From an optimization exercise on the open Yosys and OpenROAD flow, aimed at small area and few clock cycles; shortcuts taken in it are not production practice. At most, simulation tests tie the RTL to the original design; equivalence was not proved. For run 5, only the layout was checked, not whether the RTL still works. No activity file was given, so power comes from the tool's default toggle rates.

==> design.v <==
package bqvc_pkg;
   localparam logic [7:0] CH_TAB     = 8'h09;
   localparam logic [7:0] CH_LF      = 8'h0A;
   localparam logic [7:0] CH_VT      = 8'h0B;
   localparam logic [7:0] CH_FF      = 8'h0C;
   localparam logic [7:0] CH_CR      = 8'h0D;
   localparam logic [7:0] CH_SPACE   = 8'h20;
   localparam logic [7:0] CH_DQUOTE  = 8'h22;
   localparam logic [7:0] CH_SQUOTE  = 8'h27;
   localparam logic [7:0] CH_LPAREN  = 8'h28;
   localparam logic [7:0] CH_RPAREN  = 8'h29;
   localparam logic [7:0] CH_STAR    = 8'h2A;
   localparam logic [7:0] CH_SLASH   = 8'h2F;
   localparam logic [7:0] CH_SEMI    = 8'h3B;
   localparam logic [7:0] CH_LBRACK  = 8'h5B;
   localparam logic [7:0] CH_BSLASH  = 8'h5C;
   localparam logic [7:0] CH_RBRACK  = 8'h5D;
   localparam logic [7:0] CH_LBRACE  = 8'h7B;
   localparam logic [7:0] CH_RBRACE  = 8'h7D;
   localparam logic [6:0] LA_NONE  = 7'd1;
   localparam logic [6:0] LA_SLASH = 7'd2;
   localparam logic [6:0] LA_LINE  = 7'd4;
   localparam logic [6:0] LA_BLOCK = 7'd8;
   localparam logic [6:0] LA_STAR  = 7'd16;
   localparam logic [6:0] LA_QUOTE = 7'd32;
   localparam logic [6:0] LA_ESC   = 7'd64;
   localparam int LB_NONE  = 0;
   localparam int LB_SLASH = 1;
   localparam int LB_LINE  = 2;
   localparam int LB_BLOCK = 3;
   localparam int LB_STAR  = 4;
   localparam int LB_QUOTE = 5;
   localparam int LB_ESC   = 6;
   localparam logic [1:0] QM_NONE   = 2'd0;
   localparam logic [1:0] QM_DOUBLE = 2'd1;
   localparam logic [1:0] QM_SINGLE = 2'd2;
endpackage
module bqvc_ram (
   input  logic        clock,
   input  logic        reset,
   input  logic        push,
   input  logic        pop,
   input  logic        hold,
   input  logic [17:0] push_entry,
   output logic [17:0] top_entry
);
   logic [17:0] stk_ff [16];
   logic [17:0] stk_in [16];
   logic        inv_ff;
   always_comb begin
      for (int i = 0; i < 16; i++) begin
         stk_in[i] = ~(({18{hold}} & stk_ff[i]) |
                       ({18{push}} & ((i == 0) ? (push_entry ^ {18{inv_ff}}) : stk_ff[(i + 15) % 16])) |
                       ({18{pop}} & ((i == 15) ? 18'd0 : stk_ff[(i + 1) % 16])));
      end
   end
   always_ff @(posedge clock) begin
      if (reset) begin
         inv_ff <= 1'b0;
      end else begin
         inv_ff <= !inv_ff;
      end
      for (int i = 0; i < 16; i++) begin
         stk_ff[i] <= stk_in[i];
      end
   end
   assign top_entry = stk_ff[0] ^ {18{inv_ff}};
endmodule
module bracket_quote_value_checker_core (
   input  logic        clock,
   input  logic        reset,
   input  logic        req_valid,
   output logic        req_ready,
   input  logic [7:0]  req_text_byte,
   input  logic        req_end_of_text,
   output logic        rsp_valid,
   input  logic        rsp_ready,
   output logic        rsp_has_byte,
   output logic [7:0]  rsp_value_byte,
   output logic        rsp_terminated,
   output logic [3:0]  rsp_error_code,
   output logic [15:0] rsp_error_pos,
   output logic [15:0] rsp_error_len,
   output logic        rsp_last_result,
   input  logic        csr_valid,
   output logic        csr_ready,
   input  logic        csr_at_mode
);
   logic        bv_ff;
   logic [7:0]  bb_ff;
   logic        be_ff;
   logic        at_mode_ff;
   logic [15:0] off_ff, off_in;
   logic [15:0] qstart_ff;
   logic [4:0]  top_ff, top_in;
   logic [1:0]  quote_ff, quote_in;
   logic [6:0]  la_ff, la_in;
   logic        qopen;
   logic [17:0] top_ent;
   logic [1:0]  top_kind;
   logic [15:0] top_pos;
   logic        push, pop;
   logic        sh_push, sh_pop, sh_hold;
   logic [7:0]  b;
   logic        is_blank, is_open, is_close, kind_match;
   logic [1:0]  b_kind;
   logic        depth_zero, depth_full;
   logic [15:0] off_inc;
   logic        res, last;
   logic        o_has, o_term;
   logic [7:0]  o_byte;
   logic [3:0]  o_code;
   logic        sel_off, sel_q, sel_t, sel_d;
   logic [15:0] sub_x, diff;
   logic        take, consume, step;
   logic        to_slash, la_emit;
   assign b          = bb_ff;
   assign depth_zero = top_ff[4];
   assign depth_full = (top_ff == 5'd15);
   assign off_inc    = off_ff + 16'd1;
   assign is_blank   = (b == bqvc_pkg::CH_SPACE) || (b == bqvc_pkg::CH_TAB) || (b == bqvc_pkg::CH_LF) ||
                       (b == bqvc_pkg::CH_VT) || (b == bqvc_pkg::CH_FF) || (b == bqvc_pkg::CH_CR);
   assign is_open    = (b == bqvc_pkg::CH_LPAREN) || (b == bqvc_pkg::CH_LBRACK) || (b == bqvc_pkg::CH_LBRACE);
   assign is_close   = (b == bqvc_pkg::CH_RPAREN) || (b == bqvc_pkg::CH_RBRACK) || (b == bqvc_pkg::CH_RBRACE);
   assign b_kind     = (b == bqvc_pkg::CH_LPAREN || b == bqvc_pkg::CH_RPAREN) ? 2'd0 :
                       (b == bqvc_pkg::CH_LBRACK || b == bqvc_pkg::CH_RBRACK) ? 2'd1 : 2'd2;
   assign top_kind   = top_ent[17:16];
   assign top_pos    = top_ent[15:0];
   assign kind_match = (top_kind == b_kind);
   always_comb begin
      off_in   = off_ff;
      top_in   = top_ff;
      quote_in = quote_ff;
      la_in    = la_ff;
      qopen    = 1'b0;
      push     = 1'b0;
      to_slash = 1'b0;
      pop      = 1'b0;
      res      = 1'b0;
      last     = 1'b1;
      o_has    = 1'b0;
      o_byte   = 8'd0;
      o_term   = 1'b0;
      o_code   = 4'd0;
      sel_off  = 1'b0;
      sel_q    = 1'b0;
      sel_t    = 1'b0;
      sel_d    = 1'b0;
      if (be_ff) begin
         if (la_ff[bqvc_pkg::LB_SLASH]) begin
            res    = 1'b1;
            o_has  = 1'b1;
            o_byte = bqvc_pkg::CH_SLASH;
            last   = depth_zero;
            la_in  = bqvc_pkg::LA_NONE;
         end else if (la_ff[bqvc_pkg::LB_BLOCK] || la_ff[bqvc_pkg::LB_STAR]) begin
            res    = 1'b1;
            o_code = 4'd8;
            sel_d  = 1'b1;
            last   = depth_zero;
            la_in  = bqvc_pkg::LA_NONE;
         end else if (quote_ff != bqvc_pkg::QM_NONE && !la_ff[bqvc_pkg::LB_QUOTE]) begin
            res    = 1'b1;
            o_code = 4'd7;
            sel_q  = 1'b1;
         end else if (!depth_zero) begin
            res    = 1'b1;
            o_code = 4'd4 + {2'd0, top_kind};
            sel_t  = 1'b1;
         end
         if (last) begin
            off_in   = 16'd0;
            top_in   = 5'h1f;
            quote_in = bqvc_pkg::QM_NONE;
            la_in    = bqvc_pkg::LA_NONE;
         end
      end else if (la_ff[bqvc_pkg::LB_SLASH] && (b == bqvc_pkg::CH_SLASH || b == bqvc_pkg::CH_STAR)) begin
         la_in  = (b == bqvc_pkg::CH_SLASH) ? bqvc_pkg::LA_LINE : bqvc_pkg::LA_BLOCK;
         off_in = off_inc;
      end else if (la_ff[bqvc_pkg::LB_SLASH]) begin
         res    = 1'b1;
         o_has  = 1'b1;
         o_byte = bqvc_pkg::CH_SLASH;
         last   = 1'b0;
         la_in  = bqvc_pkg::LA_NONE;
      end else if ((la_ff[bqvc_pkg::LB_LINE] && b != bqvc_pkg::CH_LF && b != bqvc_pkg::CH_CR) ||
                   la_ff[bqvc_pkg::LB_BLOCK] || la_ff[bqvc_pkg::LB_STAR]) begin
         off_in = off_inc;
         if (!la_ff[bqvc_pkg::LB_LINE]) begin
            if (b == bqvc_pkg::CH_STAR)
               la_in = bqvc_pkg::LA_STAR;
            else if (la_ff[bqvc_pkg::LB_STAR] && b == bqvc_pkg::CH_SLASH)
               la_in = bqvc_pkg::LA_NONE;
            else
               la_in = bqvc_pkg::LA_BLOCK;
         end
      end else if (la_ff[bqvc_pkg::LB_ESC] || (la_ff[bqvc_pkg::LB_QUOTE] && b == bqvc_pkg::CH_DQUOTE)) begin
         res    = 1'b1;
         o_has  = 1'b1;
         o_byte = b;
         off_in = off_inc;
         la_in  = bqvc_pkg::LA_NONE;
      end else begin
         la_in = bqvc_pkg::LA_NONE;
         if (quote_ff == bqvc_pkg::QM_NONE || la_ff[bqvc_pkg::LB_QUOTE]) begin
            quote_in = bqvc_pkg::QM_NONE;
            if (depth_zero && (is_blank || (b == bqvc_pkg::CH_RBRACK && !at_mode_ff))) begin
               res    = 1'b1;
               o_term = 1'b1;
               off_in = 16'd0;
            end else if (b == bqvc_pkg::CH_SLASH) begin
               la_in    = bqvc_pkg::LA_SLASH;
               off_in   = off_inc;
               to_slash = 1'b1;
            end else begin
               res    = 1'b1;
               o_has  = 1'b1;
               o_byte = b;
               off_in = off_inc;
               if (b == bqvc_pkg::CH_DQUOTE || b == bqvc_pkg::CH_SQUOTE) begin
                  quote_in = (b == bqvc_pkg::CH_DQUOTE) ? bqvc_pkg::QM_DOUBLE : bqvc_pkg::QM_SINGLE;
                  qopen    = 1'b1;
               end else if (is_open) begin
                  if (depth_full) begin
                     o_code  = 4'd9;
                     sel_off = 1'b1;
                  end else begin
                     push   = 1'b1;
                     top_in = top_ff + 5'd1;
                  end
               end else if (is_close) begin
                  if (depth_zero) begin
                     o_code  = 4'd1 + {2'd0, b_kind};
                     sel_off = 1'b1;
                  end else if (kind_match) begin
                     pop    = 1'b1;
                     top_in = top_ff - 5'd1;
                  end else begin
                     o_code  = 4'd4 + {2'd0, top_kind};
                     sel_off = 1'b1;
                  end
               end else if (b == bqvc_pkg::CH_SEMI && !depth_zero) begin
                  o_code  = 4'd4 + {2'd0, top_kind};
                  sel_off = 1'b1;
                  top_in  = 5'h1f;
               end
            end
         end else begin
            res    = 1'b1;
            o_has  = 1'b1;
            o_byte = b;
            off_in = off_inc;
            if (quote_ff == bqvc_pkg::QM_SINGLE) begin
               if (b == bqvc_pkg::CH_BSLASH)
                  la_in = bqvc_pkg::LA_ESC;
               else if (b == bqvc_pkg::CH_SQUOTE)
                  quote_in = bqvc_pkg::QM_NONE;
            end else if (b == bqvc_pkg::CH_DQUOTE) begin
               la_in = bqvc_pkg::LA_QUOTE;
            end
         end
      end
   end
   assign sub_x = sel_q ? qstart_ff : sel_t ? top_pos : 16'd2;
   assign diff  = off_ff - sub_x;
   assign la_emit = bv_ff && to_slash && req_valid && !req_end_of_text &&
                    (req_text_byte != bqvc_pkg::CH_SLASH) && (req_text_byte != bqvc_pkg::CH_STAR);
   assign rsp_valid       = (bv_ff && res) || la_emit;
   assign rsp_has_byte    = o_has || la_emit;
   assign rsp_value_byte  = o_byte | (la_emit ? bqvc_pkg::CH_SLASH : 8'd0);
   assign rsp_terminated  = o_term;
   assign rsp_error_code  = o_code;
   assign rsp_error_pos   = ({16{sel_off}} & off_ff) | ({16{sel_q}} & qstart_ff) |
                            ({16{sel_t}} & top_pos) | ({16{sel_d}} & diff);
   assign rsp_error_len   = (sel_q || sel_t) ? diff : {15'd0, sel_off || sel_d};
   assign rsp_last_result = last && !la_emit;
   assign take      = res && rsp_ready;
   assign step      = bv_ff && (!res || rsp_ready);
   assign consume   = step && last;
   assign req_ready = !bv_ff || consume;
   assign csr_ready = req_ready;
   always_ff @(posedge clock) begin
      if (reset) begin
         bv_ff      <= 1'b0;
         at_mode_ff <= 1'b0;
         off_ff     <= 16'd0;
         top_ff     <= 5'h1f;
         quote_ff   <= bqvc_pkg::QM_NONE;
         la_ff      <= bqvc_pkg::LA_NONE;
      end else begin
         if (req_ready) begin
            bv_ff <= req_valid;
         end
         if (csr_valid && csr_ready) begin
            at_mode_ff <= csr_at_mode;
         end
         if (step) begin
            off_ff   <= off_in;
            top_ff   <= top_in;
            quote_ff <= quote_in;
            la_ff    <= (la_emit && rsp_ready) ? bqvc_pkg::LA_NONE : la_in;
         end
      end
   end
   always_ff @(posedge clock) begin
      if (req_ready) begin
         bb_ff <= req_text_byte;
         be_ff <= req_end_of_text;
      end
      if (step && qopen) begin
         qstart_ff <= off_ff;
      end
   end
   assign sh_push = step && push;
   assign sh_pop  = step && pop;
   assign sh_hold = !sh_push && !sh_pop;
   bqvc_ram u_stack (
      .clock      (clock),
      .reset      (reset),
      .push       (sh_push),
      .pop        (sh_pop),
      .hold       (sh_hold),
      .push_entry ({b_kind, off_ff}),
      .top_entry  (top_ent)
   );
endmodule
==> flow/run.sh <==
#!/bin/bash
# The standard layout, with three changes:
#  - synthesis maps the logic with an area-oriented ABC script (flow/abc_map.script) in
#    place of ORFS's abc_speed.script; everything else in synthesis, and every register,
#    is as in the standard synthesis (the scripts folder is an unchanged copy otherwise);
#  - the port buffers are the smallest plain buffer (buffer_ports otherwise picks a delay cell);
#  - clock tree synthesis adds no dummy loads.
# The make output goes to standard.log; each ORFS step keeps its own log under orfs/logs/.
set -euo pipefail
rm -rf scripts_abc
cp -r "$FLOW_HOME/scripts" scripts_abc
cp flow/abc_map.script scripts_abc/abc_speed.script
bash standard.sh \
  SCRIPTS_DIR="$PWD/scripts_abc" \
  BUFFER_PORTS_ARGS="-buffer_cell sky130_fd_sc_hd__buf_1" \
  CTS_ARGS="-sink_clustering_enable -repair_clock_nets -sink_clustering_size 30 -sink_clustering_max_diameter 100 -dont_use_dummy_load" \
  finish > standard.log 2>&1
==> flow/abc_map.script <==
&get -n
&st
&dch
&nf -a
&st
&syn2
&synch2
&nf -a
&st
&dch
&nf -a
&put
topo
stime -c
==> standard.sh <==
#!/bin/bash
# synth_recipe.tcl (not shown) runs the flow's synth.tcl, then flattens the netlist and writes it again
# the make line also repeats each setting of config.mk as NAME=value (left out here)
make -C /OpenROAD-flow-scripts/flow DESIGN_CONFIG=/design/flow/config.mk WORK_HOME=/design/flow/orfs CLKGATE_MAP_FILE= SYNTH_SCRIPT=/design/flow/synth_recipe.tcl "${@:-finish}"
==> config.mk <==
export PLATFORM = sky130hd
export DESIGN_NAME = bracket_quote_value_checker_core
export DESIGN_NICKNAME = bracket_quote_value_checker_core
export VERILOG_FILES = /design/flow/design.v
export SDC_FILE = /design/flow/constraint.sdc
export NUM_CORES = 4
export LEC_CHECK = 0
export CAP_MARGIN = 20
export CORE_MARGIN = 2
export CORE_UTILIZATION = 60
export CTS_CLUSTER_DIAMETER = 100
export CTS_CLUSTER_SIZE = 30
export PLACE_DENSITY = 0.8
export SLEW_MARGIN = 20
export SYNTH_HIERARCHICAL = 1
==> constraint.sdc <==
create_clock -name core_clock -period 6.0 [get_ports {clock}]
set_input_delay 1.2000 -clock core_clock [delete_from_list [all_inputs] [get_ports {clock}]]
set_output_delay 1.2000 -clock core_clock [all_outputs]
set_load 0.01 [all_outputs]
==> results of run 1 <==
layout by cell type, fill, tap and decap left out, types with 4 or more instances in the layout:
| cell | count |
|---|---|
| o211ai_1 | 13 |
| clkinv_1 | 20 |
| buf_4 | 19 |
| and2_0 | 4 |
| nand3_1 | 13 |
| xor2_1 | 48 |
| a211oi_1 | 5 |
| xnor2_1 | 16 |
| o21a_1 | 5 |
| edfxtp_1 | 25 |
| nand2_1 | 46 |
| nor4_1 | 4 |
| or3_1 | 4 |
| ha_1 | 20 |
| a21o_1 | 13 |
| nor3_1 | 21 |
| nor2b_1 | 7 |
| buf_1 | 64 |
| clkbuf_16 | 15 |
| dfxtp_1 | 318 |
| a21oi_1 | 36 |
| nand2b_1 | 8 |
| nor2_2 | 4 |
| a222oi_1 | 270 |
| o21ai_0 | 24 |
| nor2_1 | 63 |
| a22oi_1 | 31 |
| and3_1 | 7 |
layer usage:
layer,up-vias,share of wire [%],GRT usage [%]
li1,4949,-,-
met1,5000,46,36.1
met2,470,44,35.1
met3,38,8.1,3.15
met4,0,2.1,6.70
met5,-,0,0
Yosys stat by module (local to each module, per instance):
module / cells inside / copies in the design / flops+latches
bqvc_ram: 614 / 1 / 289
bracket_quote_value_checker_core: 473 / 1 / 56
worst max-delay path, stage by stage, from the launching register on:
cell	delay [ns]
edfxtp_1	0.39
nor2b_4	0.19
nand2_2	0.11
nor2_2	0.17
nand2_1	0.07
o22a_1	0.20
clkinv_1	0.06
ha_1	0.21
nor2b_1	0.13
o21ai_1	0.14
nand2b_1	0.11
a21o_1	0.19
a21o_1	0.20
a21o_1	0.19
a21o_1	0.20
a31o_1	0.25
a21o_1	0.20
a21oi_2	0.18
o21ai_0	0.11
a21oi_1	0.18
xor2_1	0.10
a221o_1	0.32
buf_1	0.13
sequential cells by signal, indices dropped and copies added, names as in the netlist:
signal          flops
u_stack.stk_ff    288
off_ff             16
qstart_ff          16
bb_ff               8
la_ff               6
top_ff              5
quote_ff            2
at_mode_ff          1
be_ff               1
bv_ff               1
u_stack.inv_ff      1
report_power, final:
| part | switching (mW) | internal [mW] | total [mW] |
|---|---|---|---|
| sequential | 0.0924 | 2.42 | 2.51 |
| combinational | 0.171 | 0.149 | 0.320 |
| clock | 0.650 | 0.454 | 1.10 |
what timing repair did:
item | CTS | global route
setup buffers | 0 | 4
cloned | 0 | 0
pin swaps | 0 | 2
gates resized for setup | 2 | 12
endpoints found under the setup margin | 3 | 6
final timing paths:
path                                              from                     end  cells past startpoint
worst min-delay path            u_stack.stk_ff[15][17]  u_stack.stk_ff[15][17]                      1
worst max-delay path                             be_ff       rsp_error_pos[15]                     22
worst min register to register  u_stack.stk_ff[15][17]  u_stack.stk_ff[15][17]                      1
worst max register to register                bb_ff[4]  u_stack.stk_ff[10][16]                     11
logic make-up (layout without fill, tap and decap cells):
group | after synthesis | after routing
xor gates and xnor gates | 64 | 64
and+or+nand+nor | 206 | 206
buffers and inverters | 21 | 121
adders and majority gates | 21 | 21
AOI/OAI and AO/OA | 430 | 430
DFF | 345 | 345
layout make-up:
| type | instances | area [um^2] |
|---|---|---|
| clock buffers | 15 | 375 |
| fillers | 1610 | 6950 |
| inverters | 20 | 75.1 |
| multi-input cells | 721 | 5670 |
| flip-flops and latches | 345 | 7160 |
| well taps | 275 | 344 |
| repair buffers | 86 | 443 |
per-stage QoR:
| step | setup slack, ns | utilization [%] | setup TNS (ns) | power, mW | hold WS, ns |
|---|---|---|---|---|---|
| after CTS | 0.0133 | 66.7 | 0 | 3.96 | 0.449 |
| after global placement | 0.604 | 64.9 | 0 | 2.86 | 0.428 |
| final | 0.262 | 66.9 | 0 | 3.94 | 0.455 |
| after floorplan | -20.22 | - | -5756.35 | 2.77 | 0.414 |
| after detailed placement | 0.427 | 64.9 | 0 | 2.87 | 0.438 |
| after global routing | 0.00227 | 66.9 | 0 | 4.10 | 0.477 |
==> results.tsv, run 1 <==
metric	value	unit
hold_viol	0	
synthTopCellsByArea	dfxtp_1 (50%), a222oi_1 (21%), edfxtp_1 (5.9%)	
grt_pass1_wl	44300	um
synth_compound_area_share	29.3	%
yosysSeqAreaShare	55.9	%
route.detailed.drc	0	
drtIter0Drc	2462	
synth_mux_area_share	0	%
ctsHoldBuffers	0	
setup_viol	0	
grt_pass1_vias	8705	
fin_cells	1462	
synth.most_common_cell	dfxtp_1	
synthCells	1087	
cp_data_arrival_time	4.54	ns
grt_antenna_before_repair	0	
io_buffer_count	64	
startpoint_type	flop	
ys.flop_type	dfxtp_1	
layout_min_cycle_time	5.74	ns
area_delta_synth_final	9.84	%
synth_nets	1123	
start_util	60.9	%
synthAdderAreaFrac	2.11	%
grt-ovfl-total	0	
drive_gt1_share	4.80	%
drv_cap	0	
clock.fmax	174	MHz
clk_pin_slew	0.11	ns
period_share	95.6	%
ant_nets	0	
crit_path_end_kind	output pin	
place_area	13600	um^2
die_h	150	um
dp_hpwl	17400	um
cp_data_required_time	4.80	ns
path_class	flop to output pin	
nNetsFinal	1225	
die_area	22500	um^2
routedWlPerCell	19.4	um
cp_max_fo	5	
synth_top_family_by_area	compound AO/OA/AOI/OAI gates	
drtPass1Iterations	16	
root_buffer	clkbuf_16	
p_leak	5.05	nW
route.vias.total	10457	
grt.total_usage	23.6	%
skew	0.0347	ns
place_inst	1443	
num_io_pins	65	
syn_area_per_cell	11.8	um^2
cts-buffers-inserted	15	
h-tree-depth	1	
power_density	280	nW/um^2
worst_pin_slew	1.19	ns
slew_viol_final	0	
viasPerCell	7.15	
max-slew-margin-rel	20.9	%
ir_worst_vdd	0.000194	V
num_rows	53	
synth_area	12800	um^2
synth_area_leader_cell	dfxtp_1	
yosysTopAreaCellShare	50.0	%
status	complete, no violations	
synth_edf_count	25	
fin_area	14100	um^2
dieWidth	150	um
holdCritPathClass	flop to flop	
ys_seq_elements	345	
ff2ff_setup_slack	1.39	ns
grt_max_degree	261	
insertion_delay	0.51	ns
yosys.area_share.simple	7.67	%
clk_path_buf_depth	3	
async_reset_ff_share	0	%
antenna_cells	0	
finalWirelength	28300	um
yosys_warnings	10	
cts_sinks	345	
synthXorXnorAreaFrac	4.38	%
cts_tree	done	
synth_common_cells	dfxtp_1 (320), a222oi_1 (270), nor2_1 (68)	
rsz0062_at_grt	false	
place_congestion	0.942	
core_area	21000	um^2
ys_types	52	
Testbench counts, summed over its fixed seeds: cycles 42,797.
==> run 2: changes to the inputs <==
--- a/config.mk
+++ b/config.mk
@@ -7,9 +7,9 @@
 export LEC_CHECK = 0
 export CAP_MARGIN = 20
 export CORE_MARGIN = 2
-export CORE_UTILIZATION = 60
+export CORE_UTILIZATION = 70
 export CTS_CLUSTER_DIAMETER = 100
 export CTS_CLUSTER_SIZE = 30
-export PLACE_DENSITY = 0.8
+export PLACE_DENSITY = 0.9
 export SLEW_MARGIN = 20
 export SYNTH_HIERARCHICAL = 1
==> results.tsv, run 2 <==
metric	value	unit	change
yosysSeqAreaShare	55.9	%	unchanged
grt_pass1_vias	9334		+7.2%
syn_area_per_cell	11.8	um^2	unchanged
synth_area_leader_cell	dfxtp_1		
critical_path.cell_chain	nor2b_4 -> nand2_2 -> nor2_4 -> nand2_1 -> o22a_1 -> clkinv_1 -> ha_1 -> nor2b_1 -> o21ai_0 -> nand2b_1 -> a21o_1 -> a21o_1 -> a21o_1 -> a21o_1 -> a31o_1 -> a21o_1 -> a21oi_2 -> o21ai_0 -> a21oi_1 -> xor2_1 -> a221o_1 -> buf_1		
start_util	71.3	%	+10 points
grt.total_usage	28.6	%	+4.9 points
setup_slack	0.313	ns	+0.0517 ns
synth.most_common_cell	dfxtp_1		
viasPerCell	7.56		+5.7%
num_rows	49		-7.5%
place_area	13600	um^2	-0.33%
routedWlPerCell	20.9	um	+7.8%
die_h	139	um	-7.2%
critPathSlowestCell	edfxtp_1		
power	3.95	mW	+0.42%
final_cell_mix	dfxtp_1 (319), a222oi_1 (270), buf_1 (64)		
fin_area	14000	um^2	-0.16%
synth_common_cells	dfxtp_1 (320), a222oi_1 (270), nor2_1 (68)		
place_congestion	0.939		-0.28%
hold_viol	0		unchanged
startpoint_type	flop		
grt-ovfl-total	0		unchanged
period_share	94.8	%	-0.86 points
drive_gt1_share	4.65	%	-0.16 points
ys_types	52		unchanged
cpPeakStageDelay	0.36	ns	-0.03 ns
crit_path_end_kind	output pin		
nNetsFinal	1222		-0.24%
synth_area	12800	um^2	unchanged
synthCells	1087		unchanged
largest_register_ffs	288		unchanged
dp_slack	0.610	ns	+0.182 ns
yosysTopAreaCellShare	50.0	%	unchanged
clock.fmax	176	MHz	+0.91%
antenna_cells	0		unchanged
p_leak	5.05	nW	about the same
setup_viol	0		unchanged
ir_worst_vdd	0.000277	V	+43%
cts_tree	done		
largest-register	u_stack.stk_ff		
max-slew-margin-rel	20.8	%	-0.10 points
clk_pin_slew	0.10	ns	about the same
dp_hpwl	17800	um	+2.7%
route.vias.total	10681		+2.1%
yosys_warnings	10		unchanged
worst_pin_slew	1.19	ns	+0.00156 ns
grt_pass1_wl	47400	um	+7.0%
dieWidth	139	um	-7.2%
cp_data_required_time	4.80	ns	about the same
clk_path_buf_depth	3		unchanged
path_class	flop to output pin		
h-tree-depth	1		unchanged
reg_top3	u_stack.stk_ff x288, off_ff x16, qstart_ff x16		
grt_antenna_before_repair	0		unchanged
skew	0.0390	ns	+0.00431 ns
area_delta_synth_final	9.67	%	
ant_nets	0		unchanged
ys_seq_elements	345		unchanged
ctsHoldBuffers	0		unchanged
num_io_pins	65		unchanged
core_area	18000	um^2	-15%
synthTopCellsByArea	dfxtp_1 (50%), a222oi_1 (21%), edfxtp_1 (5.9%)		
cts_setup_buffers	0		unchanged
root_buffer	clkbuf_16		
drtPass1Iterations	15		-1
grt_max_degree	289		+11%
ys.flop_type	dfxtp_1		
cts-buffers-inserted	15		unchanged
cts_sinks	345		unchanged
status	complete, no violations		
synth_edf_count	25		unchanged
final_common_cell	dfxtp_1		
synth_nets	1123		unchanged
die_area	19400	um^2	-14%
route.detailed.drc	0		unchanged
drv_cap	0		unchanged
power_density	281	nW/um^2	+0.58%
finalWirelength	29500	um	+4.2%
drtIter0Drc	2446		-0.65%
holdCritPathClass	flop to flop		
insertion_delay	0.51	ns	about the same
async_reset_ff_share	0	%	unchanged
cp_data_arrival_time	4.49	ns	-0.05 ns
cp_max_fo	5		unchanged
io_buffer_count	64		unchanged
slew_viol_final	0		unchanged
layout_min_cycle_time	5.69	ns	-0.0517 ns
cts_resized	0		-2
cpMostUsedCell	a21o_1		
## run 2: Yosys stat by module (local to each module, per instance)
module | flip-flops and latches | cells | copies in the design
bqvc_ram | 289 | 614 | 1
bracket_quote_value_checker_core | 56 | 473 | 1
## run 2: worst max-delay path: cells and delay by family, from the launching register on
| kind | cells | cell delay [ns] |
|---|---|---|
| buffers and inverters | 2 | 0.19 |
| adders and majority gates | 1 | 0.21 |
| xor gates and xnor gates | 1 | 0.10 |
| and+or+nand+nor | 6 | 0.75 |
| AOI/OAI and AO/OA | 12 | 2.38 |
| DFF | 1 | 0.36 |
## run 2: where the power goes
group | leakage, nW | switching, mW | internal [mW]
Combinational | 1.71 | 0.180 | 0.148
Sequential | 3.16 | 0.0941 | 2.42
Clock | 0.185 | 0.656 | 0.454
## run 2: per-layer routing
metal | part of all wire (%) | GRT usage [%] | routed length, um | vias up
li1 | - | - | - | 4953
met1 | 43 | 41.9 | 12800 | 5206
met2 | 48 | 45.8 | 14100 | 478
met3 | 7.3 | 3.37 | 2170 | 44
met4 | 1.7 | 6.70 | 514 | 0
met5 | 0 | 0 | 0 | -
## run 2: final timing paths
path	endpoint	depth (start not counted)	slack [ns]	from
max	rsp_error_pos[15]	22	0.31	be_ff
min	u_stack.stk_ff[15][17]	1	0.44	u_stack.stk_ff[15][17]
max reg2reg	u_stack.stk_ff[7][13]	11	1.33	bb_ff[4]
min reg2reg	u_stack.stk_ff[15][17]	1	0.44	u_stack.stk_ff[15][17]
## run 2: through the flow
| stage | cells | util, % | hold WS, ns | TNS (ns) |
|---|---|---|---|---|
| floorplan | 1087 | - | 0.414 | -5756.35 |
| global placement | 1397 | 75.7 | 0.424 | 0 |
| detailed placement | 1397 | 75.7 | 0.435 | 0 |
| CTS | 1412 | 77.8 | 0.450 | 0 |
| global route | 1413 | 78.2 | 0.462 | -0.0177 |
| finish | 1413 | 78.2 | 0.444 | 0 |
## run 2: area by class of cell
class / count / area [um^2]
flip-flops and latches: 345 / 7160
multi-input cells: 721 / 5700
fillers: 1133 / 3910
repair buffers: 83 / 453
clock buffers: 15 / 375
well taps: 229 / 287
inverters: 20 / 75.1
## run 2: logic make-up after synthesis
family                     after synthesis  synth area share, %
buffers and inverters                   21                0.645
adders and majority gates               21                 2.11
and+or+nand+nor                        206                 7.67
DFF                                    345                 55.9
AOI/OAI and AO/OA                      430                 29.3
xor gates and xnor gates                64                 4.38
==> run 3: changes to the inputs <==
--- a/config.mk
+++ b/config.mk
@@ -7,9 +7,9 @@
 export LEC_CHECK = 0
 export CAP_MARGIN = 20
 export CORE_MARGIN = 2
-export CORE_UTILIZATION = 70
+export CORE_UTILIZATION = 65
 export CTS_CLUSTER_DIAMETER = 100
 export CTS_CLUSTER_SIZE = 30
-export PLACE_DENSITY = 0.9
+export PLACE_DENSITY = 0.85
 export SLEW_MARGIN = 20
 export SYNTH_HIERARCHICAL = 1
==> results.tsv, run 3 <==
metric	value	unit	change
status	complete, no violations		
place_inst	1430		+2.4%
drv_cap	0		unchanged
dp_slack	0.435	ns	-0.174 ns
clock.fmax	176	MHz	about the same
p_leak	5.03	nW	-0.34%
startpoint_type	flop		
area_delta_synth_final	9.62	%	about the same
drtIter0Drc	2224		-9.1%
synth.most_common_cell	dfxtp_1		
grt_antenna_before_repair	0		unchanged
largest_register_ffs	288		unchanged
cp_data_arrival_time	4.49	ns	about the same
num_io_pins	65		unchanged
setup_viol	0		unchanged
dieWidth	144	um	+3.7%
period_share	94.9	%	about the same
ant_nets	0		unchanged
route.vias.total	10484		-1.8%
ff2ff_path_depth	11		unchanged
insertion_delay	0.52	ns	about the same
synth_nets	1123		unchanged
crit_path_end_kind	output pin		
ys_seq_elements	345		unchanged
yosysTopAreaCellShare	50.0	%	unchanged
holdCritPathClass	flop to flop		
cts_tree	done		
core_area	19400	um^2	+8.0%
wl_met2	13300	um	-5.2%
grt-ovfl-total	0		unchanged
post-route-util	72.4	%	-5.8 points
power_density	280	nW/um^2	-0.49%
seqPwrFrac	63.9	%	+0.3 points
finalWirelength	28500	um	-3.5%
start_util	66.0	%	-5.3 points
viasPerCell	7.24		-4.2%
yosys_warnings	10		unchanged
num_rows	51		+4.1%
drive_gt1_share	4.31	%	-0.33 points
fin_cells	1448		+2.5%
setup_slack	0.309	ns	-0.00496 ns
setup-tns-final	0	ns	unchanged
place_congestion	0.909		-3.2%
swShare	23.2	%	-0.31 points
rr_startpoint	bb_ff[7]		
ys_types	52		unchanged
cts-buffers-inserted	15		unchanged
path_class	flop to output pin		
hold_viol	0		unchanged
max-slew-margin-rel	23.3	%	+2.5 points
synth_edf_count	25		unchanged
grt.total_usage	25.7	%	-2.9 points
synthTopCellsByArea	dfxtp_1 (50%), a222oi_1 (21%), edfxtp_1 (5.9%)		
crit_start	la_ff[1]		
synthCells	1087		unchanged
grt_pass1_wl	44400	um	-6.5%
top_layer	met4		
synth_area	12800	um^2	unchanged
route.detailed.drc	0		unchanged
clk_path_buf_depth	3		unchanged
layout_min_cycle_time	5.69	ns	+0.00496 ns
met3WireLength	1760	um	-19%
final_common_cell	dfxtp_1		
largest-register	u_stack.stk_ff		
p_clk_share	28.0	%	about the same
cp_data_required_time	4.80	ns	about the same
hp-start	u_stack.stk_ff[15][16]		
antenna_cells	0		unchanged
synth_common_cells	dfxtp_1 (320), a222oi_1 (270), nor2_1 (68)		
dp_hpwl	17600	um	-1.2%
ctsHoldBuffers	0		unchanged
reg_top3	u_stack.stk_ff x288, off_ff x16, qstart_ff x16		
cts_sinks	345		unchanged
die_h	144	um	+3.7%
m1WireLength	13000	um	+1.6%
grt_max_degree	271		-6.2%
hold_ws	0.446	ns	+0.00201 ns
async_reset_ff_share	0	%	unchanged
syn_area_per_cell	11.8	um^2	unchanged
skew	0.0485	ns	+0.00950 ns
ir_worst_vdd	0.000234	V	-16%
die_area	20800	um^2	+7.5%
worst_pin_slew	1.15	ns	-0.0380 ns
slew_viol_final	0		unchanged
clk_pin_slew	0.10	ns	about the same
h-tree-depth	1		unchanged
combinationalPowerShare	8.1	%	-0.2 points
grt_pass1_vias	8864		-5.0%
netSwitchingPower	912	uW	-1.8%
cp_max_fo	13		+8
root_buffer	clkbuf_16		
ys.flop_type	dfxtp_1		
yosysSeqAreaShare	55.9	%	unchanged
whs_path_depth	1		unchanged
io_buffer_count	64		unchanged
drtPass1Iterations	13		-2
nNetsFinal	1221		-0.082%
p_int	3.02	mW	-0.12%
routedWlPerCell	19.7	um	-5.8%
synth_area_leader_cell	dfxtp_1		
final_cell_mix	dfxtp_1 (318), a222oi_1 (270), nor2_1 (64), buf_1 (64), xor2_1 (48)		
-- run 3: changes by cell type in the layout (fill, tap and decap cells not counted) --
cell	previous run	this run
nor2_4	4	1
nor2_1	62	64
buf_16	1	0
dfxtp_1	319	318
dfxtp_4	0	1
nand3_1	12	13
nand3_2	1	0
nor2_2	2	3
or2_0	3	4
or2_4	1	0
-- run 3: through the flow --
step | total power, mW | cell area, um^2
after floorplan | 2.77 | 12900
after global placement | 2.86 | 13600
after detailed placement | 2.87 | 13600
after CTS | 3.96 | 14000
after global routing | 4.08 | 14000
final | 3.93 | 14000
-- run 3: cells by family after synthesis --
family	share of synthesized area, %
buf+inv	0.645
fa+ha+maj	2.11
flops	55.9
compound gates	29.3
simple gates	7.67
xor+xnor	4.38
-- run 3: metal layers --
layer	GRT usage, %	up-vias
met5	0	-
met4	6.23	0
met3	3.18	35
met2	40.2	364
met1	38.1	5138
li1	-	4947
-- run 3: power by group through the flow --
stage                     clock, mW  combinational, mW  sequential [mW]
after floorplan                   0              0.221             2.54
after global placement            0              0.303             2.55
after detailed placement          0              0.310             2.56
after CTS                      1.13              0.314             2.51
after global routing           1.21              0.350             2.53
final                          1.10              0.319             2.51
-- run 3: layout make-up --
type                            count  area, um^2
Fill cell                        1437        5360
Timing Repair Buffer               82         425
Clock buffer                       15         375
Tap cell                          265         332
Multi-Input combinational cell    721        5670
Sequential cell                   345        7160
Inverter                           20        75.1
-- run 3: Yosys stat by module, one instance, submodules excluded --
module | cells inside | times used
bqvc_ram | 614 | 1
bracket_quote_value_checker_core | 473 | 1
-- run 3: repair_timing --
| item | CTS | global route |
|---|---|---|
| setup endpoints to repair | 4 | 6 |
| hold endpoints to repair | 0 | 0 |
| gates resized for setup | 3 | 8 |
| buffers inserted | 0 | 3 |
| pin swaps | 0 | 3 |
-- run 3: path summary, 6_finish.rpt --
path / end / slack [ns]
setup reg to reg: u_stack.stk_ff[1][10] / 1.41
hold reg to reg: u_stack.stk_ff[14][16] / 0.45
hold / removal: u_stack.stk_ff[14][16] / 0.45
setup / recovery: rsp_error_pos[15] / 0.31
-- run 3: critical path: stages (launching register included) --
cell	delay (ns)
dfxtp_4	0.41
nor2b_4	0.16
nand2_2	0.12
nor2_2	0.14
nand2_1	0.07
o22a_1	0.22
clkinv_1	0.06
ha_1	0.21
nor2b_1	0.12
o21ai_0	0.14
nand2b_1	0.10
a21o_1	0.18
a21o_1	0.19
a21o_1	0.18
a21o_1	0.20
a31o_1	0.25
a21o_1	0.21
a21oi_2	0.15
o21ai_0	0.11
a21oi_1	0.16
xor2_1	0.10
a221o_1	0.33
buf_1	0.13
==> run 4: changes to the inputs <==
--- a/flow/run.sh
+++ b/flow/run.sh
@@ -13,5 +13,5 @@
 bash standard.sh \
   SCRIPTS_DIR="$PWD/scripts_abc" \
   BUFFER_PORTS_ARGS="-buffer_cell sky130_fd_sc_hd__buf_1" \
-  CTS_ARGS="-sink_clustering_enable -repair_clock_nets -sink_clustering_size 30 -sink_clustering_max_diameter 100 -dont_use_dummy_load" \
+  CTS_ARGS="-sink_clustering_enable -repair_clock_nets -sink_clustering_size 36 -sink_clustering_max_diameter 100 -dont_use_dummy_load" \
   finish > standard.log 2>&1
--- a/config.mk
+++ b/config.mk
@@ -9,7 +9,7 @@
 export CORE_MARGIN = 2
 export CORE_UTILIZATION = 65
 export CTS_CLUSTER_DIAMETER = 100
-export CTS_CLUSTER_SIZE = 30
+export CTS_CLUSTER_SIZE = 36
 export PLACE_DENSITY = 0.85
 export SLEW_MARGIN = 20
 export SYNTH_HIERARCHICAL = 1
==> results.tsv, run 4 <==
metric	value	unit	change
status	complete, no violations		
yosysTopAreaCellShare	50.0	%	unchanged
ir_worst_vdd	0.000225	V	-3.8%
cts_tree	done		
cp_data_required_time	4.80	ns	about the same
insertion_delay	0.52	ns	about the same
core_area	19400	um^2	unchanged
route.vias.total	10465		-0.18%
ant_nets	0		unchanged
clock.fmax	176	MHz	about the same
worst_pin_slew	1.23	ns	+0.0772 ns
seq_area	7160	um^2	unchanged
viasPerCell	7.24		about the same
setup_viol	0		unchanged
syn_area_per_cell	11.8	um^2	unchanged
place_congestion	0.909		unchanged
ff2ff_setup_slack	1.35	ns	-0.06 ns
path_class	flop to output pin		
dieWidth	144	um	unchanged
synth_common_cells	dfxtp_1 (320), a222oi_1 (270), nor2_1 (68)		
grt-ovfl-total	0		unchanged
nNetsFinal	1219		-0.16%
synthTopCellsByArea	dfxtp_1 (50%), a222oi_1 (21%), edfxtp_1 (5.9%)		
whs_path_depth	1		unchanged
synth_area	12800	um^2	unchanged
start_util	66.0	%	unchanged
max-slew-margin-rel	18.1	%	-5.1 points
yosysSeqAreaShare	55.9	%	unchanged
crit_path_end_kind	output pin		
drive_gt1_share	4.15	%	-0.16 points
power_density	278	nW/um^2	-0.78%
drtIter0Drc	2095		-5.8%
clk_path_buf_depth	3		unchanged
ff2ff_path_depth	11		unchanged
skew	0.0769	ns	+0.0284 ns
grt_max_degree	271		unchanged
multi_input_area	5670	um^2	unchanged
largest_register_ffs	288		unchanged
clk_pin_slew	0.12	ns	+0.02 ns
die_h	144	um	unchanged
root_buffer	clkbuf_16		
ys_types	52		unchanged
startpoint_type	flop		
fin_area	14000	um^2	-0.23%
io_buffer_count	64		unchanged
drtPass1Iterations	14		+1
cp_data_arrival_time	4.49	ns	about the same
cts_sinks	345		unchanged
dp_hpwl	17600	um	unchanged
final_cell_mix	dfxtp_1 (318), a222oi_1 (270), nor2_1 (64), buf_1 (64), xor2_1 (48)		
place_area	13600	um^2	unchanged
synthCells	1087		unchanged
period_share	94.8	%	about the same
h-tree-depth	1		unchanged
hold_viol	0		unchanged
area_delta_synth_final	9.37	%	
synth.most_common_cell	dfxtp_1		
async_reset_ff_share	0	%	unchanged
fillers	1450		+0.90%
ys_seq_elements	345		unchanged
grt_pass1_vias	8831		-0.37%
layout_min_cycle_time	5.69	ns	-0.00295 ns
antenna_cells	0		unchanged
holdCritPathClass	flop to flop		
grt_antenna_before_repair	0		unchanged
cp_max_fo	13		unchanged
finalWirelength	28400	um	-0.23%
synth_nets	1123		unchanged
grt_pass1_wl	43900	um	-1.1%
largest-register	u_stack.stk_ff		
grt.total_usage	25.3	%	-0.33 points
num_rows	51		unchanged
final_common_cell	dfxtp_1		
ctsHoldBuffers	0		unchanged
route.detailed.drc	0		unchanged
yosys_warnings	10		unchanged
p_leak	5.02	nW	-0.34%
die_area	20800	um^2	unchanged
num_io_pins	65		unchanged
ys.flop_type	dfxtp_1		
synth_edf_count	25		unchanged
cts-buffers-inserted	14		-1
reg_top3	u_stack.stk_ff x288, off_ff x16, qstart_ff x16		
drv_cap	0		unchanged
post-route-util	72.2	%	-0.17 points
synth_area_leader_cell	dfxtp_1		
slew_viol_final	0		unchanged
routedWlPerCell	19.7	um	about the same
[run 4: Yosys stat by module (local to each module, per instance)]
| module | flops+latches | copies in the design | cells inside | area, um^2 |
|---|---|---|---|---|
| bqvc_ram | 289 | 1 | 614 | 8940 |
| bracket_quote_value_checker_core | 56 | 1 | 473 | 3870 |
[run 4: where the power goes]
part	internal, mW	total [mW]	switching (mW)
Clock	0.425	1.06	0.636
Combinational	0.145	0.317	0.172
Sequential	2.42	2.51	0.0928
Total	2.99	3.89	0.901
[run 4: what timing repair did]
item,CTS,global route
setup buffers,0,2
endpoints found under the hold margin,0,0
pin swaps,0,2
gates resized for setup,3,8
setup endpoints to repair,3,6
[run 4: kinds of logic after synthesis]
group	Yosys count	synth area share, %
buffers and inverters	21	0.645
flip-flops	345	55.9
AND/OR/NAND/NOR	206	7.67
AO/OA/AOI/OAI	430	29.3
XOR/XNOR	64	4.38
adder cells (fa/ha/maj)	21	2.11
[run 4: critical path, stage by stage (launching register included)]
cell and delay [ns]:
dfxtp_4 0.41, nor2b_4 0.16, nand2_2 0.12, nor2_2 0.14
nand2_1 0.07, o22a_1 0.22, clkinv_1 0.06, ha_1 0.21
nor2b_1 0.12, o21ai_0 0.14, nand2b_1 0.10, a21o_1 0.18
a21o_1 0.19, a21o_1 0.18, a21o_1 0.20, a31o_1 0.25
a21o_1 0.21, a21oi_2 0.21, o21ai_0 0.12, a21oi_1 0.16
xor2_1 0.10, a221o_1 0.33, buf_1 0.13
[run 4: layout make-up]
class,instances,share of cell area [%]
inverters,20,0.536
flip-flops and latches,345,51.1
clock buffers,14,2.50
well taps,265,2.37
repair buffers,81,2.98
multi-input cells,721,40.5
[run 4: layer usage]
metal  global-route usage (%)  routed length, um  up-vias
met2                     39.9              13400      357
met1                     37.7              12900     5127
met5                        0                  0        -
li1                         -                  -     4944
met3                     2.85               1610       37
met4                     5.83                485        0
[run 4: path summary, 6_finish.rpt]
path	start	to
worst max-delay path	la_ff[1]	rsp_error_pos[15]
worst min-delay path	u_stack.stk_ff[9][0]	u_stack.stk_ff[8][0]
worst max register to register	bb_ff[6]	u_stack.stk_ff[1][8]
worst min register to register	u_stack.stk_ff[9][0]	u_stack.stk_ff[8][0]
[run 4: per-stage QoR]
step / power, mW / hold slack [ns] / cells / TNS, ns / worst slack [ns]
3_5_place_dp: 2.87 / 0.430 / 1430 / 0 / 0.435
6_report: 3.89 / 0.418 / 1446 / 0 / 0.311
3_3_place_gp: 2.86 / 0.424 / 1430 / 0 / 0.544
2_1_floorplan: 2.77 / 0.414 / 1087 / -5756.35 / -20.22
4_1_cts: 3.91 / 0.414 / 1444 / 0 / 0.0778
5_1_grt: 4.03 / 0.431 / 1446 / -0.00187 / -0.00187
==> run 5: changes to the inputs <==
--- a/design.v
+++ b/design.v
@@ -35,37 +35,6 @@
    localparam logic [1:0] QM_DOUBLE = 2'd1;
    localparam logic [1:0] QM_SINGLE = 2'd2;
 endpackage
-module bqvc_ram (
-   input  logic        clock,
-   input  logic        reset,
-   input  logic        push,
-   input  logic        pop,
-   input  logic        hold,
-   input  logic [17:0] push_entry,
-   output logic [17:0] top_entry
-);
-   logic [17:0] stk_ff [16];
-   logic [17:0] stk_in [16];
-   logic        inv_ff;
-   always_comb begin
-      for (int i = 0; i < 16; i++) begin
-         stk_in[i] = ~(({18{hold}} & stk_ff[i]) |
-                       ({18{push}} & ((i == 0) ? (push_entry ^ {18{inv_ff}}) : stk_ff[(i + 15) % 16])) |
-                       ({18{pop}} & ((i == 15) ? 18'd0 : stk_ff[(i + 1) % 16])));
-      end
-   end
-   always_ff @(posedge clock) begin
-      if (reset) begin
-         inv_ff <= 1'b0;
-      end else begin
-         inv_ff <= !inv_ff;
-      end
-      for (int i = 0; i < 16; i++) begin
-         stk_ff[i] <= stk_in[i];
-      end
-   end
-   assign top_entry = stk_ff[0] ^ {18{inv_ff}};
-endmodule
 module bracket_quote_value_checker_core (
    input  logic        clock,
    input  logic        reset,
@@ -86,9 +55,11 @@
    output logic        csr_ready,
    input  logic        csr_at_mode
 );
-   logic        bv_ff;
-   logic [7:0]  bb_ff;
-   logic        be_ff;
+   logic        bv_ff, sv_ff;
+   logic [7:0]  bb_ff, sb_ff;
+   logic        be_ff, se_ff;
+   logic        pair, y_nr;
+   logic [6:0]  la2;
    logic        at_mode_ff;
    logic [15:0] off_ff, off_in;
    logic [15:0] qstart_ff;
@@ -96,11 +67,13 @@
    logic [1:0]  quote_ff, quote_in;
    logic [6:0]  la_ff, la_in;
    logic        qopen;
+   logic [17:0] stk_ff [16];
    logic [17:0] top_ent;
    logic [1:0]  top_kind;
    logic [15:0] top_pos;
    logic        push, pop;
    logic        sh_push, sh_pop, sh_hold;
+   logic [17:0] stk_in [16];
    logic [7:0]  b;
    logic        is_blank, is_open, is_close, kind_match;
    logic [1:0]  b_kind;
@@ -112,18 +85,18 @@
    logic [3:0]  o_code;
    logic        sel_off, sel_q, sel_t, sel_d;
    logic [15:0] sub_x, diff;
-   logic        take, consume, step;
-   logic        to_slash, la_emit;
+   logic        consume, step;
    assign b          = bb_ff;
    assign depth_zero = top_ff[4];
    assign depth_full = (top_ff == 5'd15);
-   assign off_inc    = off_ff + 16'd1;
+   assign off_inc    = off_ff + {14'd0, pair, !pair};
    assign is_blank   = (b == bqvc_pkg::CH_SPACE) || (b == bqvc_pkg::CH_TAB) || (b == bqvc_pkg::CH_LF) ||
                        (b == bqvc_pkg::CH_VT) || (b == bqvc_pkg::CH_FF) || (b == bqvc_pkg::CH_CR);
    assign is_open    = (b == bqvc_pkg::CH_LPAREN) || (b == bqvc_pkg::CH_LBRACK) || (b == bqvc_pkg::CH_LBRACE);
    assign is_close   = (b == bqvc_pkg::CH_RPAREN) || (b == bqvc_pkg::CH_RBRACK) || (b == bqvc_pkg::CH_RBRACE);
    assign b_kind     = (b == bqvc_pkg::CH_LPAREN || b == bqvc_pkg::CH_RPAREN) ? 2'd0 :
                        (b == bqvc_pkg::CH_LBRACK || b == bqvc_pkg::CH_RBRACK) ? 2'd1 : 2'd2;
+   assign top_ent = stk_ff[0];
    assign top_kind   = top_ent[17:16];
    assign top_pos    = top_ent[15:0];
    assign kind_match = (top_kind == b_kind);
@@ -134,7 +107,6 @@
       la_in    = la_ff;
       qopen    = 1'b0;
       push     = 1'b0;
-      to_slash = 1'b0;
       pop      = 1'b0;
       res      = 1'b0;
       last     = 1'b1;
@@ -169,7 +141,7 @@
             sel_t  = 1'b1;
          end
          if (last) begin
-            off_in   = 16'd0;
+            off_in   = {15'd0, pair};
             top_in   = 5'h1f;
             quote_in = bqvc_pkg::QM_NONE;
             la_in    = bqvc_pkg::LA_NONE;
@@ -207,11 +179,10 @@
             if (depth_zero && (is_blank || (b == bqvc_pkg::CH_RBRACK && !at_mode_ff))) begin
                res    = 1'b1;
                o_term = 1'b1;
-               off_in = 16'd0;
+               off_in = {15'd0, pair};
             end else if (b == bqvc_pkg::CH_SLASH) begin
-               la_in    = bqvc_pkg::LA_SLASH;
-               off_in   = off_inc;
-               to_slash = 1'b1;
+               la_in  = bqvc_pkg::LA_SLASH;
+               off_in = off_inc;
             end else begin
                res    = 1'b1;
                o_has  = 1'b1;
@@ -263,33 +234,56 @@
    end
    assign sub_x = sel_q ? qstart_ff : sel_t ? top_pos : 16'd2;
    assign diff  = off_ff - sub_x;
-   assign la_emit = bv_ff && to_slash && req_valid && !req_end_of_text &&
-                    (req_text_byte != bqvc_pkg::CH_SLASH) && (req_text_byte != bqvc_pkg::CH_STAR);
-   assign rsp_valid       = (bv_ff && res) || la_emit;
-   assign rsp_has_byte    = o_has || la_emit;
-   assign rsp_value_byte  = o_byte | (la_emit ? bqvc_pkg::CH_SLASH : 8'd0);
+   assign rsp_valid       = bv_ff && res;
+   assign rsp_has_byte    = o_has;
+   assign rsp_value_byte  = o_byte;
    assign rsp_terminated  = o_term;
    assign rsp_error_code  = o_code;
    assign rsp_error_pos   = ({16{sel_off}} & off_ff) | ({16{sel_q}} & qstart_ff) |
                             ({16{sel_t}} & top_pos) | ({16{sel_d}} & diff);
    assign rsp_error_len   = (sel_q || sel_t) ? diff : {15'd0, sel_off || sel_d};
-   assign rsp_last_result = last && !la_emit;
-   assign take      = res && rsp_ready;
+   assign rsp_last_result = last;
+   always_comb begin
+      y_nr = 1'b0;
+      la2  = la_in;
+      if (la_in[bqvc_pkg::LB_SLASH]) begin
+         y_nr = (sb_ff == bqvc_pkg::CH_SLASH) || (sb_ff == bqvc_pkg::CH_STAR);
+         la2  = (sb_ff == bqvc_pkg::CH_SLASH) ? bqvc_pkg::LA_LINE : bqvc_pkg::LA_BLOCK;
+      end else if (la_in[bqvc_pkg::LB_LINE]) begin
+         y_nr = (sb_ff != bqvc_pkg::CH_LF) && (sb_ff != bqvc_pkg::CH_CR);
+      end else if (la_in[bqvc_pkg::LB_BLOCK] || la_in[bqvc_pkg::LB_STAR]) begin
+         y_nr = 1'b1;
+         if (sb_ff == bqvc_pkg::CH_STAR)
+            la2 = bqvc_pkg::LA_STAR;
+         else if (la_in[bqvc_pkg::LB_STAR] && sb_ff == bqvc_pkg::CH_SLASH)
+            la2 = bqvc_pkg::LA_NONE;
+         else
+            la2 = bqvc_pkg::LA_BLOCK;
+      end else if (la_in[bqvc_pkg::LB_NONE]) begin
+         y_nr = (quote_in == bqvc_pkg::QM_NONE) && (sb_ff == bqvc_pkg::CH_SLASH);
+         la2  = bqvc_pkg::LA_SLASH;
+      end
+   end
    assign step      = bv_ff && (!res || rsp_ready);
    assign consume   = step && last;
-   assign req_ready = !bv_ff || consume;
-   assign csr_ready = req_ready;
+   assign pair      = consume && sv_ff && !se_ff && y_nr;
+   assign req_ready = !sv_ff || consume;
+   assign csr_ready = !bv_ff || (consume && (!sv_ff || pair));
    always_ff @(posedge clock) begin
       if (reset) begin
          bv_ff      <= 1'b0;
+         sv_ff      <= 1'b0;
          at_mode_ff <= 1'b0;
          off_ff     <= 16'd0;
          top_ff     <= 5'h1f;
          quote_ff   <= bqvc_pkg::QM_NONE;
          la_ff      <= bqvc_pkg::LA_NONE;
       end else begin
-         if (req_ready) begin
-            bv_ff <= req_valid;
+         if (!bv_ff || consume) begin
+            bv_ff <= (sv_ff && !pair) || (req_valid && req_ready);
+            sv_ff <= sv_ff && !pair && req_valid && req_ready;
+         end else if (!sv_ff) begin
+            sv_ff <= req_valid;
          end
          if (csr_valid && csr_ready) begin
             at_mode_ff <= csr_at_mode;
@@ -298,14 +292,23 @@
             off_ff   <= off_in;
             top_ff   <= top_in;
             quote_ff <= quote_in;
-            la_ff    <= (la_emit && rsp_ready) ? bqvc_pkg::LA_NONE : la_in;
+            la_ff    <= pair ? la2 : la_in;
          end
       end
    end
    always_ff @(posedge clock) begin
+      if (!bv_ff || consume) begin
+         if (sv_ff && !pair) begin
+            bb_ff <= sb_ff;
+            be_ff <= se_ff;
+         end else begin
+            bb_ff <= req_text_byte;
+            be_ff <= req_end_of_text;
+         end
+      end
       if (req_ready) begin
-         bb_ff <= req_text_byte;
-         be_ff <= req_end_of_text;
+         sb_ff <= req_text_byte;
+         se_ff <= req_end_of_text;
       end
       if (step && qopen) begin
          qstart_ff <= off_ff;
@@ -314,13 +317,16 @@
    assign sh_push = step && push;
    assign sh_pop  = step && pop;
    assign sh_hold = !sh_push && !sh_pop;
-   bqvc_ram u_stack (
-      .clock      (clock),
-      .reset      (reset),
-      .push       (sh_push),
-      .pop        (sh_pop),
-      .hold       (sh_hold),
-      .push_entry ({b_kind, off_ff}),
-      .top_entry  (top_ent)
-   );
+   always_comb begin
+      for (int i = 0; i < 16; i++) begin
+         stk_in[i] = ({18{sh_hold}} & stk_ff[i]) |
+                     ({18{sh_push}} & ((i == 0) ? {b_kind, off_ff} : stk_ff[(i + 15) % 16])) |
+                     ({18{sh_pop}} & ((i == 15) ? 18'd0 : stk_ff[(i + 1) % 16]));
+      end
+   end
+   always_ff @(posedge clock) begin
+      for (int i = 0; i < 16; i++) begin
+         stk_ff[i] <= stk_in[i];
+      end
+   end
 endmodule
--- a/flow/run.sh
+++ b/flow/run.sh
@@ -13,5 +13,5 @@
 bash standard.sh \
   SCRIPTS_DIR="$PWD/scripts_abc" \
   BUFFER_PORTS_ARGS="-buffer_cell sky130_fd_sc_hd__buf_1" \
-  CTS_ARGS="-sink_clustering_enable -repair_clock_nets -sink_clustering_size 36 -sink_clustering_max_diameter 100 -dont_use_dummy_load" \
+  CTS_ARGS="-sink_clustering_enable -repair_clock_nets -sink_clustering_size 30 -sink_clustering_max_diameter 100 -dont_use_dummy_load" \
   finish > standard.log 2>&1
--- a/config.mk
+++ b/config.mk
@@ -9,7 +9,6 @@
 export CORE_MARGIN = 2
 export CORE_UTILIZATION = 65
 export CTS_CLUSTER_DIAMETER = 100
-export CTS_CLUSTER_SIZE = 36
+export CTS_CLUSTER_SIZE = 30
 export PLACE_DENSITY = 0.85
 export SLEW_MARGIN = 20
-export SYNTH_HIERARCHICAL = 1
==> results.tsv, run 5 <==
metric	value	unit	change
p_int	3.06	mW	+2.4%
synth_edf_count	34		+36%
synth_mux_area_share	0.761	%	+0.76 points
synthXorXnorAreaFrac	1.20	%	-3.2 points
io_buffer_count	64		unchanged
wl_met2	15600	um	+16%
largest_register_ffs	288		unchanged
finalWirelength	33500	um	+18%
whs_path_depth	2		+1
synthTopCellsByArea	dfxtp_1 (44%), nand2_1 (15%), a22oi_1 (15%)		
clk_pin_slew	0.11	ns	about the same
p_leak	6.73	nW	+34%
clock.fmax	171	MHz	-2.6%
layout_min_cycle_time	5.84	ns	+0.149 ns
skew	0.0421	ns	-0.0348 ns
netSwitchingPower	1.05	mW	+16%
drtPass1Iterations	8		-6
power_density	255	nW/um^2	-8.1%
grt_pass1_vias	11296		+28%
yosys.area_share.simple	21.4	%	+14 points
fillers	1655		+14%
yosysSeqAreaShare	50.9	%	-4.9 points
nNetsFinal	1818		+49%
path_class	flop to output pin		
synth_area	14600	um^2	+14%
ff2ff_path_depth	18		+7
drive_gt1_share	4.78	%	+0.63 points
place_area	15500	um^2	+14%
final_cell_mix	nand2_1 (594), dfxtp_1 (319), a22oi_1 (287)		
swShare	25.5	%	+2.3 points
worst_pin_slew	1.15	ns	-0.0772 ns
hp-start	stk_ff[9][5]		
async_reset_ff_share	0	%	unchanged
setup_viol	0		unchanged
core_area	22000	um^2	+13%
cts-buffers-inserted	15		+1
place_inst	2037		+42%
combinationalPowerShare	12.4	%	+4.2 points
grt_antenna_before_repair	0		unchanged
drtIter0Drc	1340		-36%
ant_nets	0		unchanged
drv_cap	0		unchanged
r2r_end	off_ff[13]		
largest-register	stk_ff		
synth_nets	1705		+52%
synth.most_common_cell	nand2_1		
cp_data_required_time	4.80	ns	about the same
start_util	66.6	%	+0.56 points
synthCells	1668		+53%
syn_area_per_cell	8.77	um^2	-26%
ys_seq_elements	355		+2.9%
max-slew-margin-rel	23.3	%	+5.1 points
cts_tree	done		
num_io_pins	65		unchanged
synth_common_cells	nand2_1 (596), dfxtp_1 (321), a22oi_1 (287)		
final_common_cell	nand2_1		
seqPwrFrac	59.8	%	-4.8 points
grt-ovfl-total	0		unchanged
synthAdderAreaFrac	2.00	%	-0.11 points
hold_path_end	stk_ff[9][5]		
holdCritPathClass	flop to flop		
antenna_cells	0		unchanged
synth_top_family_by_area	compound AO/OA/AOI/OAI gates		
slew_viol_final	0		unchanged
synth_area_leader_cell	dfxtp_1		
crit_path_end_kind	output pin		
ys_types	54		+3.8%
clk_path_buf_depth	3		unchanged
hold_viol	0		unchanged
cp_max_fo	9		-4
ys.flop_type	dfxtp_1		
die_area	23700	um^2	+14%
grt.total_usage	27.2	%	+1.9 points
p_clk_share	27.8	%	+0.5 points
fin_cells	2059		+42%
met3WireLength	1850	um	+15%
ir_worst_vdd	0.000258	V	+15%
startpoint_type	flop		
grt_pass1_wl	55000	um	+25%
viasPerCell	6.16		-15%
dp_hpwl	21300	um	+21%
cts_sinks	355		+2.9%
place_congestion	0.944		+3.8%
dieWidth	154	um	+6.7%
route.vias.total	12690		+21%
routedWlPerCell	16.3	um	-17%
area_delta_synth_final	9.97	%	
status	complete, no violations		
hold_ws	0.459	ns	+0.0410 ns
m1WireLength	15600	um	+21%
setup-tns-final	0	ns	unchanged
insertion_delay	0.52	ns	about the same
fin_area	16100	um^2	+15%
rr_startpoint	bb_ff[4]		
route.detailed.drc	0		unchanged
num_rows	54		+5.9%
cp_data_arrival_time	4.64	ns	+0.15 ns
grt_max_degree	271		unchanged
root_buffer	clkbuf_16		
synth_compound_area_share	23.1	%	-6.3 points
reg_top3	stk_ff x288, off_ff x16, qstart_ff x16		
yosysTopAreaCellShare	43.9	%	-6.1 points
period_share	97.3	%	+2.5 points
h-tree-depth	1		unchanged
die_h	154	um	+6.7%
top_layer	met4		
yosys_warnings	3		-7
ff2ff_setup_slack	1.17	ns	-0.18 ns
==> run 5: changes by cell type in the layout (fill, tap and decap cells not counted), moves of 6 or more <==
cell	delta
a222oi_1	-270
a22o_1	+19
a22oi_1	+256
buf_4	+12
edfxtp_1	+9
mux2_1	+9
nand2_1	+548
nand4_1	+6
nor2_1	+10
o211ai_1	+6
o21a_1	+6
o21ai_1	+6
xor2_1	-45
==> run 5: worst max-delay path by stage <==
stage | start | to | slack [ns] | cells past startpoint
after floorplan | bb_ff[1] | stk_ff[15][0] | -19.00 | 10
after global placement | quote_ff[0] | rsp_error_pos[15] | 0.21 | 22
after detailed placement | quote_ff[0] | rsp_error_pos[15] | 0.07 | 22
after CTS | la_ff[3] | rsp_error_pos[15] | 0.03 | 24
after global routing | quote_ff[0] | rsp_error_pos[15] | -0.09 | 21
final | quote_ff[0] | rsp_error_pos[15] | 0.16 | 21
==> run 5: layout make-up <==
cell class,instances,area [um^2],share of cell area [%]
tap,280,350,2.18
multi-input combinational,1287,7240,45.0
timing repair buffer,96,562,3.49
clock buffer,15,375,2.33
inverter,26,101,0.630
sequential,355,7450,46.3
==> run 5: per-stage QoR <==
step	utilization [%]	setup WS, ns	total power [mW]
3_3_place_gp	70.8	0.209	2.96
3_5_place_dp	70.8	0.0669	2.97
5_1_grt	73.2	-0.0889	4.25
6_report	73.2	0.162	4.11
2_1_floorplan	-	-19.00	2.80
4_1_cts	72.6	0.0294	4.10
==> run 5: power by group through the flow <==
stage	registers (mW)	logic (mW)	clock network [mW]
after floorplan	2.50	0.303	0
after global placement	2.50	0.462	0
after detailed placement	2.51	0.467	0
after CTS	2.45	0.479	1.16
after global routing	2.46	0.551	1.24
final	2.46	0.509	1.14
==> run 5: repair_timing <==
item                       CTS  global route
setup endpoints to repair    6             7
setup buffers                2             4
resized for setup           13            34
hold buffers                 0             0
pin swaps                    3            15
==> run 5: cells by family after synthesis <==
kind of cell	count (synthesis)
compound gates	464
xor+xnor	20
fa+ha+maj	23
buf+inv	26
flops	355
mux	10
simple gates	770
==> run 5: critical path, cell delays in order, from the launching register on <==
cell and delay (ns):
dfxtp_1 0.39, o21bai_2 0.34, nor2_4 0.10, buf_6 0.13, buf_4 0.16, a22oi_1 0.23
ha_1 0.33, a21boi_1 0.15, o21ai_1 0.20, a21boi_1 0.09, o21ai_1 0.21, a21oi_2 0.10
o21ai_2 0.18, a21boi_2 0.10, o21ai_2 0.18, a21boi_1 0.09, o21ai_1 0.18, a21boi_1 0.09
o21a_1 0.22, o31a_1 0.24, a221o_1 0.31, clkbuf_2 0.13
==> run 5: layer usage <==
layer | global-route usage [%] | vias to the layer above
met1 | 39.7 | 6053
met4 | 5.74 | 0
li1 | - | 6271
met3 | 3.49 | 41
met5 | 0 | -
met2 | 43.7 | 325

==> re-timing with driven ports <==
No port has a modelled driver above. Below, the same layouts with a new extraction and two added sets of constraints. Step 1 (the two cells are an assumption about what drives the block):
set clk [get_ports {clock}]
set_driving_cell -lib_cell sky130_fd_sc_hd__clkbuf_16 $clk
set_driving_cell -lib_cell sky130_fd_sc_hd__buf_2 [delete_from_list [all_inputs] $clk]
Step 2 adds t to the input delays and takes it off the output delays; t is the mean of the earliest and latest rising clock arrival at the registers after step 1. Input paths then give back, and output paths get back, about the clock's delay inside the block. Slacks: ideal ports / drivers / drivers and shift; pairs: ideal ports / drivers.
run | t (ns) | slack for setup (ns) | worst setup path after step 2 | latest minus earliest clock arrival (ns)
run 1 | 0.540 | 0.262 / 0.214 / 0.754 | register to output | 0.036 / 0.036
run 2 | 0.534 | 0.313 / 0.270 / 0.804 | register to output | 0.039 / 0.039
run 3 | 0.541 | 0.309 / 0.259 / 0.800 | register to output | 0.048 / 0.048
run 4 | 0.531 | 0.311 / 0.263 / 0.795 | register to output | 0.077 / 0.077
run 5 | 0.549 | 0.162 / 0.113 / 0.662 | register to output | 0.042 / 0.042
After both steps setup and hold are still met in every run listed.
